What follows belongs to an exercise in optimizing a design on an open flow for small area, a short achievable clock period and few clock cycles per item; a production flow would make more cautious choices. The RTL was checked by simulation tests, not by an equivalence proof against the original design. Power and IR drop assume default switching activity.

==> 08-27: inputs <==
Design sorted_stream_merge_core, start of the top module:
module sorted_stream_merge_core (
  input  logic        clk,
  input  logic        rst,
  input  logic        push_valid,
  output logic        push_ready,
  input  logic [33:0] push_data,
  output logic        merge_valid,
  input  logic        merge_ready,
  output logic [34:0] merge_data
);
  localparam int DEPTH = ssm_pkg::QUEUE_DEPTH;
  localparam int PTR_W = ssm_pkg::PTR_W;
  localparam int CNT_W = ssm_pkg::CNT_W;
  localparam int VW    = ssm_pkg::VALUE_W;
  localparam int NIN   = 3;    
  logic          q_v    [NIN];
  logic          q_list [NIN];
  logic [VW-1:0] q_val  [NIN];
  logic          q_end  [NIN];
  logic          p_valid, p_list, p_end;
  logic [VW-1:0] p_val;
  logic          s_valid, s_list, s_end;
  logic [VW-1:0] s_val;
  assign {p_valid, p_list, p_val, p_end} = {q_v[0], q_list[0], q_val[0], q_end[0]};
  assign {s_valid, s_list, s_val, s_end} = {q_v[1], q_list[1], q_val[1], q_end[1]};
  logic          r_valid, r2_valid;
  logic [34:0]   r_data, r2_data;
  localparam int NSLOT = DEPTH - 1;
  logic [VW-1:0]    mem [NSLOT];
  logic [VW-1:0]    head;       
  logic [NSLOT-1:0] rn, wr;     
  logic [CNT_W-1:0] cnt;        
  logic [CNT_W-1:0] tot;        
  logic [CNT_W-1:0] owed;       
  logic             owed_src;
  logic             owed_last;
  logic             own;
  logic             end_a, end_b;
  assign push_ready  = !q_v[NIN-1];
  assign merge_valid = r_valid;
  assign merge_data  = r_data;
  function automatic logic [1:0] cmp2(input logic [VW-1:0] x, input logic [VW-1:0] y);
    logic [VW-1:0] lt, gt;
    integer l, i;
    lt = ~x & y;
    gt = x & ~y;
    lt[VW-1] = x[VW-1] & ~y[VW-1];
    gt[VW-1] = ~x[VW-1] & y[VW-1];
    for (l = 0; l < 5; l = l + 1) begin
      for (i = 0; i < VW / 2; i = i + 1) begin
        if (i < ((VW / 2) >> l)) begin
  ...
make LEC_CHECK=0 CAP_MARGIN=20 CORE_MARGIN=2 CORE_UTILIZATION=40 CTS_BUF_LIST=sky130_fd_sc_hd__clkbuf_8 CTS_CLUSTER_DIAMETER=50 CTS_CLUSTER_SIZE=12 PLACE_DENSITY=0.6 SETUP_SLACK_MARGIN=4.85 SLEW_MARGIN=20 TNS_END_PERCENT=2 finish   # period 8.0 ns
run.sh (not shown) runs the stock make flow with config.mk's settings and CLKGATE_MAP_FILE= SYNTH_SCRIPT=/design/flow/synth_recipe.tcl, a recipe that flattens the netlist after the stock synthesis.
==> 12-01: changes against 08-27 <==
--- a/flow/design.v
+++ b/flow/design.v
@@ -38,16 +38,16 @@
   logic          q_end  [NIN];
   logic          p_valid, p_list, p_end;
   logic [VW-1:0] p_val;
   logic          s_valid, s_list, s_end;
   logic [VW-1:0] s_val;
   assign {p_valid, p_list, p_val, p_end} = {q_v[0], q_list[0], q_val[0], q_end[0]};
   assign {s_valid, s_list, s_val, s_end} = {q_v[1], q_list[1], q_val[1], q_end[1]};
-  logic          r_valid, r2_valid;
-  logic [34:0]   r_data, r2_data;
+  logic          r_valid;
+  logic [34:0]   r_data;
   localparam int NSLOT = DEPTH - 1;
   logic [VW-1:0]    mem [NSLOT];
   logic [VW-1:0]    head;       
   logic [NSLOT-1:0] rn, wr;     
   logic [CNT_W-1:0] cnt;        
   logic [CNT_W-1:0] tot;        
   logic [CNT_W-1:0] owed;       
@@ -69,29 +69,29 @@
       for (i = 0; i < VW / 2; i = i + 1) begin
         if (i < ((VW / 2) >> l)) begin
           lt[i] = lt[2*i+1] | (~gt[2*i+1] & lt[2*i]);
           gt[i] = gt[2*i+1] | (~lt[2*i+1] & gt[2*i]);
         end
       end
     end
-    cmp2 = {lt[0], gt[0]};
+    cmp2 = {lt[0], ~lt[0] & ~gt[0]};
   endfunction
   logic rfree, have, full, space, busy, end_own, end_p, end_np, head_wins;
   logic p_vs;    
-  assign rfree     = !r2_valid;
+  assign rfree     = !r_valid || merge_ready;
   assign have      = (cnt != '0);
   assign full      = (cnt == CNT_W'(DEPTH));
   assign space     = (tot != CNT_W'(DEPTH));
   assign busy      = (owed != '0);
   assign end_own   = own ? end_b : end_a;
   assign end_p     = p_list ? end_b : end_a;
   assign end_np    = p_list ? end_a : end_b;
   assign p_vs      = p_valid && have && (own != p_list);
-  logic cr_lt, cr_gt, cr_ok;
-  assign head_wins = own ? cr_lt : !cr_gt;
+  logic cr_lt, cr_eq, cr_ok;
+  assign head_wins = cr_lt || (cr_eq && !own);
   logic          emit, e_src, e_last, e_ovf, e_held;
   logic          pop, owed_pop, live_pop, write, dbl, p_take, s_take;
   logic          set_end, clr_end, own_set, s_own, to_owed;
   logic [15:0] step [4];
   for (genvar g = 0; g < 4; g++) begin : g_step
     ssm_step u_step (
       .rfree     (g >= 2),
@@ -118,16 +118,14 @@
       .end_b     (end_b),
       .ctl       (step[g])
     );
   end
   assign {emit, e_held, e_src, e_last, e_ovf, owed_pop, live_pop, write, dbl, p_take, s_take,
           set_end, clr_end, own_set, s_own, to_owed} = step[{rfree, head_wins}];
   assign pop = owed_pop || live_pop;
-  logic [34:0] e_data;
-  assign e_data = {e_ovf ? VW'(0) : (e_held ? p_val : head), e_src, e_last, e_ovf};
   logic [CNT_W-1:0] tot_inc, tot_inc2, tot_dec, cnt_inc, cnt_inc2, cnt_dec, owed_dec;
   assign tot_inc  = tot + CNT_W'(1);
   assign tot_inc2 = tot + CNT_W'(2);
   assign tot_dec  = tot - CNT_W'(1);
   assign cnt_inc  = cnt + CNT_W'(1);
   assign cnt_inc2 = cnt + CNT_W'(2);
   assign cnt_dec  = cnt - CNT_W'(1);
@@ -192,15 +190,15 @@
     end
   end
   logic [1:0] k_hp, k_rp, k_hs, k_ps, k_sp, k_hd;
   assign k_hp = cmp2(head, p_val);       
   assign k_rp = cmp2(slot_rd, p_val);    
   assign k_hs = cmp2(head, s_val);       
   assign k_ps = cmp2(p_val, s_val);      
-  assign k_sp = {k_ps[0], k_ps[1]};     
+  assign k_sp = {!k_ps[1] && !k_ps[0], k_ps[0]};    
   assign k_hd = cmp2(head, push_data[32:1]);   
   logic h_slot, h_in0, n_hold, n_from_s, n_from_push;
   assign h_slot   = pop && (tot != CNT_W'(1));
   assign h_in0    = !h_slot && h_empty;
   assign n_hold   = !p_rm;
   assign n_from_s = p_rm && !s_rm && s_valid;
   assign n_from_push = p_rm && !(s_valid && !s_rm) && !(q_v[2] && (s_rm || !s_valid));
@@ -237,30 +235,28 @@
     end
   end
   always_ff @(posedge clk) begin
     if (rst) begin
       for (int k = 0; k < NIN; k++) q_v[k] <= 1'b0;
       cr_ok   <= 1'b0;
       r_valid <= 1'b0;
-      r2_valid <= 1'b0;
       rn      <= NSLOT'(1);
       wr      <= NSLOT'(1);
       cnt     <= '0;
       tot     <= '0;
       owed    <= '0;
       end_a   <= 1'b0;
       end_b   <= 1'b0;
     end else begin
       for (int k = 0; k < NIN; k++) q_v[k] <= n_v[k];
       cr_ok <= k_ok;
-      if (!r_valid || merge_ready) begin
-        r_valid  <= r2_valid || emit;
-        r2_valid <= 1'b0;
-      end else if (emit) begin
-        r2_valid <= 1'b1;
+      if (emit) begin
+        r_valid <= 1'b1;
+      end else if (merge_ready) begin
+        r_valid <= 1'b0;
       end
       if (pop && (tot != CNT_W'(1))) rn <= {rn[NSLOT-2:0], rn[NSLOT-1]};
       if (slot_app)                  wr <= {wr[NSLOT-2:0], wr[NSLOT-1]};
       if (dbl)                tot <= pop ? tot_inc : tot_inc2;
       else if (write && !pop) tot <= tot_inc;
       else if (pop && !write) tot <= tot_dec;
       if (to_owed) begin
@@ -287,20 +283,17 @@
   end
   always_ff @(posedge clk) begin
     for (int k = 0; k < NIN; k++) begin
       q_list[k] <= n_list[k];
       q_val[k]  <= n_val[k];
       q_end[k]  <= n_end[k];
     end
-    {cr_lt, cr_gt} <= k_next;
-    if (!r_valid || merge_ready) begin
-      r_data <= r2_valid ? r2_data : e_data;
-    end
-    if (!r2_valid) begin
-      r2_data <= e_data;
+    {cr_lt, cr_eq} <= k_next;
+    if (rfree) begin
+      r_data <= {e_ovf ? VW'(0) : (e_held ? p_val : head), e_src, e_last, e_ovf};
     end
     if (own_set) begin
       own <= p_list;
     end else if (s_own) begin
       own <= s_list;
     end
     if (to_owed) begin
Settings changed: CTS_BUF_LIST sky130_fd_sc_hd__clkbuf_8 to unset, CTS_CLUSTER_DIAMETER 50 to 60, CTS_CLUSTER_SIZE 12 to 20, SETUP_SLACK_MARGIN 4.85 to 5.0, TNS_END_PERCENT 2 to 10.
==> run notes <==
In 12-01 the maximum frequency is larger than in 08-27, by about 0.25%.
Against 08-27, the core utilization of 12-01 is higher by 1.0 points.
Between 12-01 and 08-27, the lower clock power is in 08-27 (gap about 8%, measured against 08-27).
Of 12-01 and 08-27, 12-01 has the higher power (gap 6.0%, measured against 08-27).
Between 12-01 and 08-27, the lower sequential share of layout area is in 12-01 (gap 1.7 points).
Between 08-27 and 12-01, the lower first-iteration DRC count is in 08-27 (gap 2.4%, measured against 12-01).
Testbench counts of 08-27, summed over its fixed seeds: cycles 5,128, items 4,231.
Testbench counts of 12-01, summed over its fixed seeds: cycles 5,128, items 4,231.

what the ideal ports hide:
No port has a modelled driver above. Below, the same layouts with a new extraction and two added sets of constraints.
Step 1 sets driving cells, clkbuf_16 on the clock port and buf_2 on the other inputs (assumed; they add their load-dependent delay and slew).
Step 2, shift: input delay + t, output delay - t, t = (earliest + latest rising clock arrival at the registers) / 2. This alone moves slack from input paths to output paths.
a / b / c = no drivers / after step 1 / after step 2; a / b = the first two.
run | t (ns) | slack for setup (ns) | hold WS [ns] | worst setup path after step 2 | clock arrival spread, ns
08-27 | 0.760 | 4.635 / 4.573 / 4.178 | 0.462 / 0.462 / 0.462 | input to register | 0.050 / 0.050
12-01 | 0.696 | 4.643 / 4.643 / 4.002 | 0.495 / 0.495 / 0.495 | input to register | 0.056 / 0.056
After both steps every run listed still meets setup and hold. The setup slack of 12-01, which loses most, moves by 0.000 ns with the drivers and by -0.641 ns with both steps.
